What follows belongs to an exercise in optimizing a design on an open flow for small area; a production flow would make more cautious choices. Only simulation tests tie the RTL to the original design; equivalence was not proved.

==> build 10: inputs <==
## pressure_count_linearizer
module pressure_count_linearizer (
    input  logic                  clk,
    input  logic                  rst_n,
    input  logic                  cfg_we,
    input  logic [pcl_pkg::CFG_IDX_W-1:0]  cfg_index,
    input  logic [pcl_pkg::CFG_DATA_W-1:0] cfg_data,
    input  logic                  start,
    output logic                  busy,
    input  logic [pcl_pkg::COUNT_W-1:0]    factory_count,
    input  logic [pcl_pkg::COUNT_W-1:0]    raw_count,
    output logic                  done,
    output logic [pcl_pkg::OUT_W-1:0]      pressure_utorr,
    output logic [pcl_pkg::RANGE_W-1:0]    display_range
);
Settings: LEC_CHECK=0, ABC_AREA=1, CAP_MARGIN=20, CELL_PAD_IN_SITES_DETAIL_PLACEMENT=1, CORE_MARGIN=2, CORE_UTILIZATION=35, GPL_TIMING_DRIVEN=0, SLEW_MARGIN=20, SYNTH_HIERARCHICAL=1, SYNTH_MINIMUM_KEEP_SIZE=0; clock period 12.0 ns.
standard.sh (not shown) runs the stock make flow with config.mk's settings and CLKGATE_MAP_FILE= SYNTH_SCRIPT=/design/flow/synth_recipe.tcl, a recipe that flattens the netlist after the stock synthesis.
==> flow/flow/run.sh <==
#!/bin/bash
# Own flow: the standard flow, except that the final ABC technology
# mapping in synthesis uses flow/abc_area.script (area-oriented mapping, no
# buffering or resizing inside ABC; OpenROAD repairs timing later as usual).
# Everything else, registers included, is exactly the standard synthesis.
# Ports are buffered as in the standard flow, with buf_1 cells.
set -euo pipefail
W=$PWD
sed 's#log_cmd abc {\*}$abc_args#log_cmd abc {*}[lreplace $abc_args 1 1 '"$W"'/flow/abc_area.script]#' \
    "$FLOW_HOME/scripts/synth.tcl" > "$W/synth_patched.tcl"
grep -q 'flow/abc_area.script' "$W/synth_patched.tcl"
sed "s#source \$::env(SCRIPTS_DIR)/synth.tcl#source $W/synth_patched.tcl#" synth_recipe.tcl > synth_recipe_patched.tcl
grep -q synth_patched.tcl synth_recipe_patched.tcl
sed "s#SYNTH_SCRIPT=[^ ]*#SYNTH_SCRIPT=$W/synth_recipe_patched.tcl#" standard.sh > standard_patched.sh
grep -q synth_recipe_patched.tcl standard_patched.sh
bash standard_patched.sh BUFFER_PORTS_ARGS="-buffer_cell sky130_fd_sc_hd__buf_1" finish > flow_make.log 2>&1
==> flow/flow/abc_area.script <==
&get -n
&st
&dch
&nf -a
&put
topo
stime -c
==> inputs of build 18, as changes to build 10 <==
--- a/flow/design.v
+++ b/flow/design.v
@@ -937,52 +937,52 @@
     pcl_fa u_fa_1119 (.a(w1040), .b(w1039), .c(w1117), .s(w1118), .co(w1119));
     pcl_fa u_fa_1121 (.a(w1042), .b(w1041), .c(w1119), .s(w1120), .co(w1121));
     pcl_fa u_fa_1123 (.a(w1044), .b(w1043), .c(w1121), .s(w1122), .co(w1123));
     pcl_fa u_fa_1125 (.a(w1046), .b(w1045), .c(w1123), .s(w1124), .co(w1125));
     pcl_fa u_fa_1127 (.a(w1048), .b(w1047), .c(w1125), .s(w1126), .co(w1127));
-    assign st1_lo = {w1126, w1124, w1122, w1120, w1118, w1116, w1114, w1112, w1110, w1108, w1106, w1104, w1102, w1100, w1098};
-    assign st1_c = w1127;
-    assign st1_a = {w1084, w1082, w1080, w1078, w1076, w1074, w1072, w1070, w1068, w1066, w1064, w1062, w1060, w1058, w1056, w1054, w1052, w1050};
-    assign st1_b = {w1083, w1081, w1079, w1077, w1075, w1073, w1071, w1069, w1067, w1065, w1063, w1061, w1059, w1057, w1055, w1053, w1051, w1049};
-    logic [15-1:0] st1_lo;
+    pcl_fa u_fa_1129 (.a(w1050), .b(w1049), .c(w1127), .s(w1128), .co(w1129));
+    assign st1_lo = {w1128, w1126, w1124, w1122, w1120, w1118, w1116, w1114, w1112, w1110, w1108, w1106, w1104, w1102, w1100, w1098};
+    assign st1_c = w1129;
+    assign st1_a = {w1084, w1082, w1080, w1078, w1076, w1074, w1072, w1070, w1068, w1066, w1064, w1062, w1060, w1058, w1056, w1054, w1052};
+    assign st1_b = {w1083, w1081, w1079, w1077, w1075, w1073, w1071, w1069, w1067, w1065, w1063, w1061, w1059, w1057, w1055, w1053, w1051};
+    logic [16-1:0] st1_lo;
     logic             st1_c;
-    logic [18-1:0] st1_a, st1_b;
+    logic [17-1:0] st1_a, st1_b;
     logic               s2_valid;
-    logic [15-1:0]   s2_lo;
+    logic [16-1:0]   s2_lo;
     logic               s2_c;
-    logic [18-1:0]   s2_a, s2_b;
+    logic [17-1:0]   s2_a, s2_b;
     always_ff @(posedge clk or negedge rst_n)
         if (!rst_n) s2_valid <= 1'b0;
         else        s2_valid <= s1_valid;
     always_ff @(posedge clk)
     begin
         s2_lo <= st1_lo;
         s2_c  <= st1_c;
         s2_a  <= st1_a;
         s2_b  <= st1_b;
     end
-    pcl_fa u_fa2_0 (.a(s2_a[0]), .b(s2_b[0]), .c(s2_c), .s(w1128), .co(w1129));
-    pcl_fa u_fa2_1 (.a(s2_a[1]), .b(s2_b[1]), .c(w1129), .s(w1130), .co(w1131));
-    pcl_fa u_fa2_2 (.a(s2_a[2]), .b(s2_b[2]), .c(w1131), .s(w1132), .co(w1133));
-    pcl_fa u_fa2_3 (.a(s2_a[3]), .b(s2_b[3]), .c(w1133), .s(w1134), .co(w1135));
-    pcl_fa u_fa2_4 (.a(s2_a[4]), .b(s2_b[4]), .c(w1135), .s(w1136), .co(w1137));
-    pcl_fa u_fa2_5 (.a(s2_a[5]), .b(s2_b[5]), .c(w1137), .s(w1138), .co(w1139));
-    pcl_fa u_fa2_6 (.a(s2_a[6]), .b(s2_b[6]), .c(w1139), .s(w1140), .co(w1141));
-    pcl_fa u_fa2_7 (.a(s2_a[7]), .b(s2_b[7]), .c(w1141), .s(w1142), .co(w1143));
-    pcl_fa u_fa2_8 (.a(s2_a[8]), .b(s2_b[8]), .c(w1143), .s(w1144), .co(w1145));
-    pcl_fa u_fa2_9 (.a(s2_a[9]), .b(s2_b[9]), .c(w1145), .s(w1146), .co(w1147));
-    pcl_fa u_fa2_10 (.a(s2_a[10]), .b(s2_b[10]), .c(w1147), .s(w1148), .co(w1149));
-    pcl_fa u_fa2_11 (.a(s2_a[11]), .b(s2_b[11]), .c(w1149), .s(w1150), .co(w1151));
-    pcl_fa u_fa2_12 (.a(s2_a[12]), .b(s2_b[12]), .c(w1151), .s(w1152), .co(w1153));
-    pcl_fa u_fa2_13 (.a(s2_a[13]), .b(s2_b[13]), .c(w1153), .s(w1154), .co(w1155));
-    pcl_fa u_fa2_14 (.a(s2_a[14]), .b(s2_b[14]), .c(w1155), .s(w1156), .co(w1157));
-    pcl_fa u_fa2_15 (.a(s2_a[15]), .b(s2_b[15]), .c(w1157), .s(w1158), .co(w1159));
-    pcl_fa u_fa2_16 (.a(s2_a[16]), .b(s2_b[16]), .c(w1159), .s(w1160), .co(w1161));
-    assign w1162 = s2_a[17] ^ s2_b[17] ^ w1161;
+    pcl_fa u_fa2_0 (.a(s2_a[0]), .b(s2_b[0]), .c(s2_c), .s(w1130), .co(w1131));
+    pcl_fa u_fa2_1 (.a(s2_a[1]), .b(s2_b[1]), .c(w1131), .s(w1132), .co(w1133));
+    pcl_fa u_fa2_2 (.a(s2_a[2]), .b(s2_b[2]), .c(w1133), .s(w1134), .co(w1135));
+    pcl_fa u_fa2_3 (.a(s2_a[3]), .b(s2_b[3]), .c(w1135), .s(w1136), .co(w1137));
+    pcl_fa u_fa2_4 (.a(s2_a[4]), .b(s2_b[4]), .c(w1137), .s(w1138), .co(w1139));
+    pcl_fa u_fa2_5 (.a(s2_a[5]), .b(s2_b[5]), .c(w1139), .s(w1140), .co(w1141));
+    pcl_fa u_fa2_6 (.a(s2_a[6]), .b(s2_b[6]), .c(w1141), .s(w1142), .co(w1143));
+    pcl_fa u_fa2_7 (.a(s2_a[7]), .b(s2_b[7]), .c(w1143), .s(w1144), .co(w1145));
+    pcl_fa u_fa2_8 (.a(s2_a[8]), .b(s2_b[8]), .c(w1145), .s(w1146), .co(w1147));
+    pcl_fa u_fa2_9 (.a(s2_a[9]), .b(s2_b[9]), .c(w1147), .s(w1148), .co(w1149));
+    pcl_fa u_fa2_10 (.a(s2_a[10]), .b(s2_b[10]), .c(w1149), .s(w1150), .co(w1151));
+    pcl_fa u_fa2_11 (.a(s2_a[11]), .b(s2_b[11]), .c(w1151), .s(w1152), .co(w1153));
+    pcl_fa u_fa2_12 (.a(s2_a[12]), .b(s2_b[12]), .c(w1153), .s(w1154), .co(w1155));
+    pcl_fa u_fa2_13 (.a(s2_a[13]), .b(s2_b[13]), .c(w1155), .s(w1156), .co(w1157));
+    pcl_fa u_fa2_14 (.a(s2_a[14]), .b(s2_b[14]), .c(w1157), .s(w1158), .co(w1159));
+    pcl_fa u_fa2_15 (.a(s2_a[15]), .b(s2_b[15]), .c(w1159), .s(w1160), .co(w1161));
+    assign w1162 = s2_a[16] ^ s2_b[16] ^ w1161;
     logic [32:0] s2_q;
     logic        s2_neg;
-    assign s2_q   = ~{w1162, w1160, w1158, w1156, w1154, w1152, w1150, w1148, w1146, w1144, w1142, w1140, w1138, w1136, w1134, w1132, w1130, w1128, s2_lo};
+    assign s2_q   = ~{w1162, w1160, w1158, w1156, w1154, w1152, w1150, w1148, w1146, w1144, w1142, w1140, w1138, w1136, w1134, w1132, w1130, s2_lo};
     assign s2_neg = !lt_c(s2_q, 33'd7851737088);
     assign done = s2_valid;
     assign pressure_utorr = s2_neg ? 33'd0 : s2_q;
     assign display_range = (!s2_neg && !lt_c(s2_q, 33'd100000001)) ? 2'd0 :
                            (!s2_neg && !lt_c(s2_q, 33'd1000000)) ? 2'd1 : 2'd2;
CELL_PAD_IN_SITES_DETAIL_PLACEMENT = default   (was 1)
CORE_UTILIZATION = 40   (was 35)
==> impl_metrics.csv <==
group,metric,value,unit
run_status,status,"no timing/DRC/antenna violations",
logic_synthesis,synth_xor_area_share,0.111,%
final_layout,seq_share,12.1,%
logic_synthesis,syn-num-nets,1882,
logic_synthesis,yosysTopAreaCellShare,45.0,%
detailed_routing,wl_met3,6870,um
[end of results for build 10]
==> impl_metrics.csv <==
group,metric,value,unit
clocking,ctsResizeCount,43,
run_status,status,"no timing/DRC/antenna violations",
logic_synthesis,yosysTopAreaCellShare,45.1,%
final_layout,seq_share,11.9,%
logic_synthesis,synth_xor_area_share,0.111,%
detailed_routing,wl_met3,7020,um
[end of results for build 18]

-- what the ideal ports hide --
The flow's constraints put no driver on any port. The routed layouts listed below were extracted and timed again, unchanged, in two steps.
Step 1, drivers: a clkbuf_16 drives clk and a buf_2 each remaining input, both assumed.
Step 2 also shifts input and output timing later by t, the mid clock arrival at the registers, as if the neighbouring blocks saw the same clock.
Slacks: ideal ports / drivers / drivers and shift; pairs: ideal ports / drivers.
run | t (ns) | slack for setup (ns) | hold slack, ns | worst setup path after step 2
build 10 | 0.460 | 0.328 / 0.272 / 0.475 | 0.360 / 0.360 / 0.360 | register to register
build 18 | 0.444 | 0.360 / 0.360 / 0.360 | 0.358 / 0.358 / 0.358 | register to register
After both steps setup and hold are still met in every run listed.
